From an optimization exercise on the open Yosys and OpenROAD flow, aimed at small area; shortcuts taken in it are not production practice. In this exercise RTL edits were held to simulation tests only and were not proved equivalent to the original. The flow treats the clock pin as an ideal source. Dropping or thinning the clock tree relies on that and would not hold on a real chip. Power and IR drop assume default switching activity.

==> run F: inputs <==
==> flow/design.v <==
module mii_arp_top (
    input  logic       i_sys_clk,
    input  logic       i_nreset,
    input  logic       i_rx_enable,
    input  logic       i_rx_dv,
    input  logic [3:0] i_rx_data,
    output logic       o_tx_valid,
    output logic [7:0] o_tx_data
);
    localparam int V = 13;
    localparam int R_PRE_END = V + 15;     
    localparam int R_SND0    = V + 60;     
    localparam int R_SND_END = V + 79;     
    localparam int R_BLOCK   = V + 32;     
    localparam int R_ET_HI   = V + 40;     
    localparam int R_ET_LO   = V + 42;     
    localparam int R_SAT     = V + 127;    
    localparam int T_FREE = V + 5;         
    localparam int T_PRE  = V + 107;       
    localparam int T_LIT  = V + 115;       
    localparam int T_SND  = V + 147;       
    localparam int T_DONE = V + 157;       
    logic       last_dv;
    logic       acc;       
    logic       busy;      
    logic       arp;       
    logic [7:0] cnt;
    logic [3:0] low_nib;
    logic [7:0] pre_q [8];    
    logic [7:0] snd_q [10];   
    logic [3:0] ofs;
    logic       start_acc;
    logic       frame_end;
    logic       wr;
    logic [7:0] rx_byte;
    logic       wr_pre;
    logic       wr_snd;
    logic       wr_snd0;
    logic       kick;
    logic       rot;
    logic       shift_snd;
    logic [7:0] lit;
    assign start_acc = i_rx_dv && !last_dv && i_rx_enable && !busy;
    assign frame_end = acc && !i_rx_dv;
    assign wr        = acc && i_rx_dv && (cnt[0] == V[0]);
    assign rx_byte   = {i_rx_data, low_nib};
    assign wr_pre    = wr && cnt < 8'(R_PRE_END);
    assign wr_snd    = wr && cnt >= 8'(R_SND0) && cnt < 8'(R_SND_END);
    assign wr_snd0   = wr && cnt == 8'(R_SND0);
    assign kick      = busy && cnt == 8'(T_SND);
    assign rot       = ofs != 4'd0 && !(acc && cnt >= 8'(R_BLOCK));
    assign shift_snd = wr_snd || kick || rot;
    always_ff @(posedge i_sys_clk) begin
        low_nib <= i_rx_data;
        if (wr_pre || (busy && cnt >= 8'(T_PRE))) begin
            for (int k = 0; k < 7; k++) pre_q[k] <= pre_q[k+1];
            pre_q[7] <= rx_byte;
        end
        if (shift_snd) begin
            for (int k = 0; k < 9; k++) snd_q[k] <= snd_q[k+1];
            snd_q[9] <= wr_snd ? rx_byte : snd_q[0];
            if (wr_snd0 || kick) begin
                ofs <= 4'd1;
            end else begin
                ofs <= (ofs == 4'd9) ? 4'd0 : ofs + 4'd1;
            end
        end
        if (start_acc) begin
            arp <= 1'b1;
        end else if (wr && cnt == 8'(R_ET_HI)) begin
            arp <= arp && rx_byte == 8'h08;
        end else if (wr && cnt == 8'(R_ET_LO)) begin
            arp <= arp && rx_byte == 8'h06;
        end else if (frame_end) begin
            arp <= arp && cnt > 8'(R_ET_LO);
        end
        if (start_acc || frame_end) begin
            cnt <= 8'(V);
        end else if (busy || cnt < 8'(R_SAT)) begin
            cnt <= cnt + 8'd1;
        end
    end
    always_ff @(posedge i_sys_clk) begin
        if (!i_nreset) begin
            last_dv <= 1'b0;
            acc     <= 1'b0;
            busy    <= 1'b0;
        end else begin
            last_dv <= i_rx_dv;
            acc     <= start_acc || (acc && i_rx_dv);
            if (frame_end) begin
                busy <= 1'b1;
            end else if ((cnt == 8'(T_FREE) && !arp) || cnt == 8'(T_DONE)) begin
                busy <= 1'b0;
            end
        end
    end
    localparam logic [255:0] LIT_BYTES = {
        48'hffff_ffff_ffff,
        48'h1234_5678_9abc,
        16'h0806,
        64'h0001_0800_0604_0002,
        48'h1234_5678_9abc,
        32'h0a45_452a
    };
    function automatic logic [7:0] lit_at(input logic [4:0] a);
        logic [4:0] j;
        j = a - 5'(T_LIT);
        lit_at = LIT_BYTES[8'd255 - {j, 3'b000} -: 8];
    endfunction
    always_comb begin
        lit = 8'h00;
        for (int a = 0; a < 32; a++) begin
            if (cnt[4:0] == 5'(a)) lit = lit_at(5'(a));
        end
    end
    assign o_tx_valid = busy && arp && cnt >= 8'(T_PRE) && cnt != 8'(T_DONE);
    assign o_tx_data  = (cnt < 8'(T_LIT)) ? pre_q[0] : (cnt < 8'(T_SND)) ? lit : snd_q[0];
endmodule
==> flow/flow/run.sh <==
#!/bin/bash
# Standard layout, with: the combinational logic resynthesized for area after
# synthesis, single-size port buffers, and a clock tree without dummy loads.
set -o pipefail
W=$(pwd)
export BUFFER_PORTS_ARGS="-buffer_cell sky130_fd_sc_hd__buf_1"
export CTS_ARGS="-sink_clustering_enable -repair_clock_nets -dont_use_dummy_load -buf_list sky130_fd_sc_hd__clkbuf_4 -root_buf sky130_fd_sc_hd__clkbuf_8"
export RMP_LIB=$W/rmp.lib
export RMP_DIR=$W/rmp
export POST_SYNTH_TCL=$W/flow/post_synth.tcl
export POST_CTS_TCL=$W/flow/post_cts.tcl
python3 $W/flow/filter_lib.py $FLOW_HOME/platforms/sky130hd/lib/sky130_fd_sc_hd__tt_025C_1v80.lib $RMP_LIB > $W/filter_lib.log 2>&1 || exit 1
bash $W/standard.sh "$@" > $W/standard.log 2>&1
==> flow/flow/filter_lib.py <==
# Copy a liberty file without the cells the platform marks don't-use, so that
# the resynthesis in post_synth.tcl cannot pick them.
import re
import sys

src, dst = sys.argv[1], sys.argv[2]
dont_use = re.compile(r'sky130_fd_sc_hd__(probe|lpflow_)')
text = open(src).read()
out = []
pos = 0
for m in re.finditer(r'\n\s*cell\s*\(\s*"?([\w]+)"?\s*\)\s*\{', text):
    if m.start() < pos:
        continue
    if not dont_use.match(m.group(1)):
        continue
    depth = 0
    i = m.end() - 1
    while True:
        c = text[i]
        if c == '{':
            depth += 1
        elif c == '}':
            depth -= 1
            if depth == 0:
                break
        i += 1
    out.append(text[pos:m.start()])
    pos = i + 1
    print('dropped', m.group(1))
out.append(text[pos:])
open(dst, 'w').write(''.join(out))
==> flow/flow/post_cts.tcl <==
# Upsize the clock tree's leaf buffers whose flip-flops would see a slow clock edge.
estimate_parasitics -placement
set upsized 0
foreach inst [get_cells -filter "ref_name == sky130_fd_sc_hd__clkbuf_4"] {
  set name [get_full_name $inst]
  set net [get_nets -of_objects [get_pins $name/X]]
  set worst 0
  foreach p [get_pins -of_objects $net -filter "direction==input"] {
    foreach e {rise fall} {
      set s [get_property $p slew_max_$e]
      if {$s > $worst} { set worst $s }
    }
  }
  puts "clock buffer $name worst sink slew $worst"
  if {$worst > 0.112} {
    replace_cell $inst sky130_fd_sc_hd__clkbuf_8
    incr upsized
  }
}
puts "upsized $upsized clock buffers"
if {$upsized} {
  detailed_placement
  check_placement -verbose
}
==> flow/flow/post_synth.tcl <==
# Resynthesize the combinational logic for area; registers are left as they are.
report_design_area
file mkdir $::env(RMP_DIR)
for {set pass 0} {$pass < 2} {incr pass} {
  restructure -target area -liberty_file $::env(RMP_LIB) \
    -tielo_port sky130_fd_sc_hd__conb_1/LO -tiehi_port sky130_fd_sc_hd__conb_1/HI \
    -work_dir $::env(RMP_DIR) -abc_logfile $::env(RMP_DIR)/abc_$pass.log
  report_design_area
}
==> flow/standard.sh <==
#!/bin/bash
# synth_recipe.tcl (not shown) runs the flow's synth.tcl, then flattens the netlist and writes it again
# the make line also repeats each setting of config.mk as NAME=value (left out here)
make -C /OpenROAD-flow-scripts/flow DESIGN_CONFIG=/design/flow/config.mk WORK_HOME=/design/flow/orfs CLKGATE_MAP_FILE= SYNTH_SCRIPT=/design/flow/synth_recipe.tcl "${@:-finish}"
==> flow/config.mk <==
export PLATFORM = sky130hd
export DESIGN_NAME = mii_arp_top
export DESIGN_NICKNAME = mii_arp_top
export VERILOG_FILES = /design/flow/design.v
export SDC_FILE = /design/flow/constraint.sdc
export NUM_CORES = 4
export LEC_CHECK = 0
export ABC_AREA = 1
export CAP_MARGIN = 20
export CORE_MARGIN = 2
export CORE_UTILIZATION = 40
export SLEW_MARGIN = 20
==> flow/constraint.sdc <==
create_clock -name core_clock -period 6.0 [get_ports {i_sys_clk}]
set_input_delay 1.2000 -clock core_clock [delete_from_list [all_inputs] [get_ports {i_sys_clk}]]
set_output_delay 1.2000 -clock core_clock [all_outputs]
set_load 0.01 [all_outputs]
==> run D (differences from run F) <==
--- a/flow/flow/run.sh
+++ b/flow/flow/run.sh
@@ -9,5 +9,7 @@
 export RMP_DIR=$W/rmp
 export POST_SYNTH_TCL=$W/flow/post_synth.tcl
 export POST_CTS_TCL=$W/flow/post_cts.tcl
+export CLK_LEAF_CELL=sky130_fd_sc_hd__clkbuf_8
+export CLK_GROUP_MAX=19
 python3 $W/flow/filter_lib.py $FLOW_HOME/platforms/sky130hd/lib/sky130_fd_sc_hd__tt_025C_1v80.lib $RMP_LIB > $W/filter_lib.log 2>&1 || exit 1
 bash $W/standard.sh "$@" > $W/standard.log 2>&1
==> flow/flow/post_cts.tcl (replaced) <==
# Rebuild the clock tree's leaf level: the flip-flops are split into compact
# groups of about the same size by recursive bisection, each group is driven
# by one buffer next to its centre, and every group buffer hangs off the tree's
# root buffer, so each flip-flop sees root buffer, wire, one group buffer.
set leaf_cell $::env(CLK_LEAF_CELL)
set group_max $::env(CLK_GROUP_MAX)
set block [ord::get_db_block]
set db [ord::get_db]

# the root buffer that CTS placed on the clock port's net
set root [$block findInst clkbuf_0_i_sys_clk]
set root_net [[$root findITerm X] getNet]

# every flip-flop clock pin
set sinks {}
foreach pin [all_registers -clock_pins] {
  set it [sta::sta_to_db_pin $pin]
  set inst [$it getInst]
  set box [$inst getBBox]
  lappend sinks [list [expr {([$box xMin] + [$box xMax]) / 2}] [expr {([$box yMin] + [$box yMax]) / 2}] $it]
}
puts "clock sinks: [llength $sinks]"

# remove the leaf buffers CTS made, and their nets
foreach it [$root_net getITerms] {
  set inst [$it getInst]
  if {$inst eq $root} { continue }
  set out [[$inst findITerm X] getNet]
  foreach s [$out getITerms] { $s disconnect }
  $it disconnect
  odb::dbInst_destroy $inst
  odb::dbNet_destroy $out
}

proc bisect {items nmax} {
  if {[llength $items] <= $nmax} { return [list $items] }
  set xs [lsort -integer [lmap s $items {lindex $s 0}]]
  set ys [lsort -integer [lmap s $items {lindex $s 1}]]
  set dx [expr {[lindex $xs end] - [lindex $xs 0]}]
  set dy [expr {[lindex $ys end] - [lindex $ys 0]}]
  set k [expr {$dx >= $dy ? 0 : 1}]
  set sorted [lsort -integer -index $k $items]
  set n [llength $sorted]
  # split so both halves need the same number of groups
  set groups [expr {int(ceil(double($n) / $nmax))}]
  set left [expr {int(round(double($n) * ($groups / 2) / $groups))}]
  if {$left < 1} { set left [expr {$n / 2}] }
  return [concat [bisect [lrange $sorted 0 [expr {$left - 1}]] $nmax] \
                 [bisect [lrange $sorted $left end] $nmax]]
}

set master [$db findMaster $leaf_cell]
set g 0
foreach grp [bisect $sinks $group_max] {
  set sx 0; set sy 0
  foreach s $grp { incr sx [lindex $s 0]; incr sy [lindex $s 1] }
  set cx [expr {$sx / [llength $grp]}]
  set cy [expr {$sy / [llength $grp]}]
  set inst [odb::dbInst_create $block $master "clkleaf_$g"]
  $inst setLocation $cx $cy
  $inst setPlacementStatus PLACED
  set net [odb::dbNet_create $block "clkleafnet_$g"]
  $net setSigType CLOCK
  [$inst findITerm A] connect $root_net
  [$inst findITerm X] connect $net
  foreach s $grp { [lindex $s 2] connect $net }
  puts "clock group $g: [llength $grp] flip-flops at $cx $cy"
  incr g
}
puts "clock groups: $g"
detailed_placement
check_placement -verbose
estimate_parasitics -placement
set worst 0
foreach p [all_registers -clock_pins] {
  foreach e {rise fall} {
    set s [get_property $p slew_max_$e]
    if {$s > $worst} { set worst $s }
  }
}
puts "worst flip-flop clock slew estimate: $worst"
report_worst_slack -max
report_worst_slack -min
==> run A (differences from run F) <==
--- a/flow/flow/run.sh
+++ b/flow/flow/run.sh
@@ -9,5 +9,7 @@
 export RMP_DIR=$W/rmp
 export POST_SYNTH_TCL=$W/flow/post_synth.tcl
 export POST_CTS_TCL=$W/flow/post_cts.tcl
+export CLK_LEAF_CELL=sky130_fd_sc_hd__clkbuf_8
+export CLK_GROUP_MAX=17
 python3 $W/flow/filter_lib.py $FLOW_HOME/platforms/sky130hd/lib/sky130_fd_sc_hd__tt_025C_1v80.lib $RMP_LIB > $W/filter_lib.log 2>&1 || exit 1
 bash $W/standard.sh "$@" > $W/standard.log 2>&1
==> flow/flow/post_cts.tcl (replaced) <==
# Rebuild the clock tree's leaf level: the flip-flops are split into compact
# groups of about the same size by recursive bisection, each group is driven
# by one buffer next to its centre, and every group buffer hangs off the tree's
# root buffer, so each flip-flop sees root buffer, wire, one group buffer.
set leaf_cell $::env(CLK_LEAF_CELL)
set group_max $::env(CLK_GROUP_MAX)
set block [ord::get_db_block]
set db [ord::get_db]

# the root buffer that CTS placed on the clock port's net
set root [$block findInst clkbuf_0_i_sys_clk]
set root_net [[$root findITerm X] getNet]

# every flip-flop clock pin
set sinks {}
foreach pin [all_registers -clock_pins] {
  set it [sta::sta_to_db_pin $pin]
  set inst [$it getInst]
  set box [$inst getBBox]
  lappend sinks [list [expr {([$box xMin] + [$box xMax]) / 2}] [expr {([$box yMin] + [$box yMax]) / 2}] $it]
}
puts "clock sinks: [llength $sinks]"

# remove the leaf buffers CTS made, and their nets
foreach it [$root_net getITerms] {
  set inst [$it getInst]
  if {$inst eq $root} { continue }
  set out [[$inst findITerm X] getNet]
  foreach s [$out getITerms] { $s disconnect }
  $it disconnect
  odb::dbInst_destroy $inst
  odb::dbNet_destroy $out
}

proc bisect {items nmax} {
  if {[llength $items] <= $nmax} { return [list $items] }
  set xs [lsort -integer [lmap s $items {lindex $s 0}]]
  set ys [lsort -integer [lmap s $items {lindex $s 1}]]
  set dx [expr {[lindex $xs end] - [lindex $xs 0]}]
  set dy [expr {[lindex $ys end] - [lindex $ys 0]}]
  set k [expr {$dx >= $dy ? 0 : 1}]
  set sorted [lsort -integer -index $k $items]
  set n [llength $sorted]
  # split so both halves need the same number of groups
  set groups [expr {int(ceil(double($n) / $nmax))}]
  set left [expr {int(round(double($n) * ($groups / 2) / $groups))}]
  if {$left < 1} { set left [expr {$n / 2}] }
  return [concat [bisect [lrange $sorted 0 [expr {$left - 1}]] $nmax] \
                 [bisect [lrange $sorted $left end] $nmax]]
}

set master [$db findMaster $leaf_cell]
set g 0
foreach grp [bisect $sinks $group_max] {
  set sx 0; set sy 0
  foreach s $grp { incr sx [lindex $s 0]; incr sy [lindex $s 1] }
  set cx [expr {$sx / [llength $grp]}]
  set cy [expr {$sy / [llength $grp]}]
  set inst [odb::dbInst_create $block $master "clkleaf_$g"]
  $inst setLocation $cx $cy
  $inst setPlacementStatus PLACED
  set net [odb::dbNet_create $block "clkleafnet_$g"]
  $net setSigType CLOCK
  [$inst findITerm A] connect $root_net
  [$inst findITerm X] connect $net
  foreach s $grp { [lindex $s 2] connect $net }
  puts "clock group $g: [llength $grp] flip-flops at $cx $cy"
  incr g
}
puts "clock groups: $g"
detailed_placement
check_placement -verbose
estimate_parasitics -placement
set worst 0
foreach p [all_registers -clock_pins] {
  foreach e {rise fall} {
    set s [get_property $p slew_max_$e]
    if {$s > $worst} { set worst $s }
  }
}
puts "worst flip-flop clock slew estimate: $worst"
report_worst_slack -max
report_worst_slack -min
==> impl_metrics.py <==
metrics = {
    "status": {
        "status": "timing/DRC/antenna clean",
    },
    "power": {
        "finalPower_mw": 2.795,
        "seqPwrFrac_pct": 66.8,
    },
    "drt": {
        "wl_per_cell_um": 16.73,
        "viasPerCell": 5.199,
        "num_vias": 2776,
    },
    "finish": {
        "area_growth_pct": 9.322,
    },
    "timing": {
        "tightest_slew_ps": 1002,
        "holdWs_ps": 399.1,
    },
    "clock_tree": {
        "cts_tree": "done",
    },
}
the above is filed under run F

==> impl_metrics.py <==
metrics = {
    "timing": {
        "tightest_slew_ps": 1011,
        "holdWs_ps": 411.8,
    },
    "flow_run": {
        "cap_viol_max_count": 0,
    },
    "status": {
        "status": "timing/DRC/antenna clean",
    },
    "power": {
        "finalPower_mw": 2.748,
        "power_switching_mw": 0.7316,
        "seqPwrFrac_pct": 67.8,
    },
    "drt": {
        "viasPerCell": 5.170,
        "num_vias": 2730,
        "wl_per_cell_um": 16.86,
    },
    "finish": {
        "area_growth_pct": 8.631,
    },
}
the above is filed under run A

==> impl_metrics.py <==
metrics = {
    "status": {
        "status": "timing/DRC/antenna clean",
    },
    "drt": {
        "viasPerCell": 5.180,
        "wl_per_cell_um": 16.91,
        "num_vias": 2730,
    },
    "power": {
        "seqPwrFrac_pct": 68.2,
        "finalPower_mw": 2.731,
    },
    "timing": {
        "holdWs_ps": 407.8,
    },
    "finish": {
        "area_growth_pct": 8.385,
    },
}
the above is filed under run D

The clock cells of run D and run A come from the design's own scripts or RTL, not from TritonCTS.

## port drivers added, routing unchanged
How much do the figures lean on ideal ports? The routed layouts below were timed once more, with nothing changed but the port constraints. Step 1 (the two cells are an assumption about what drives the block):
set clk [get_ports {i_sys_clk}]
set_driving_cell -lib_cell sky130_fd_sc_hd__clkbuf_16 $clk
set_driving_cell -lib_cell sky130_fd_sc_hd__buf_2 [delete_from_list [all_inputs] $clk]
Step 2, shift: input delay + t, output delay - t, t = (earliest + latest rising clock arrival at the registers) / 2. This alone moves slack from input paths to output paths. Three values: ideal, step 1, step 2; two values: the first two.
run	t, ns	setup slack, ns	worst hold slack (ns)
run F	0.440	1.966 / 1.932 / 2.308	0.399 / 0.399 / 0.399
run D	0.435	1.958 / 1.923 / 2.322	0.408 / 0.408 / 0.408
run A	0.439	1.953 / 1.919 / 2.304	0.412 / 0.412 / 0.412
After both steps setup and hold are still met in every run listed.
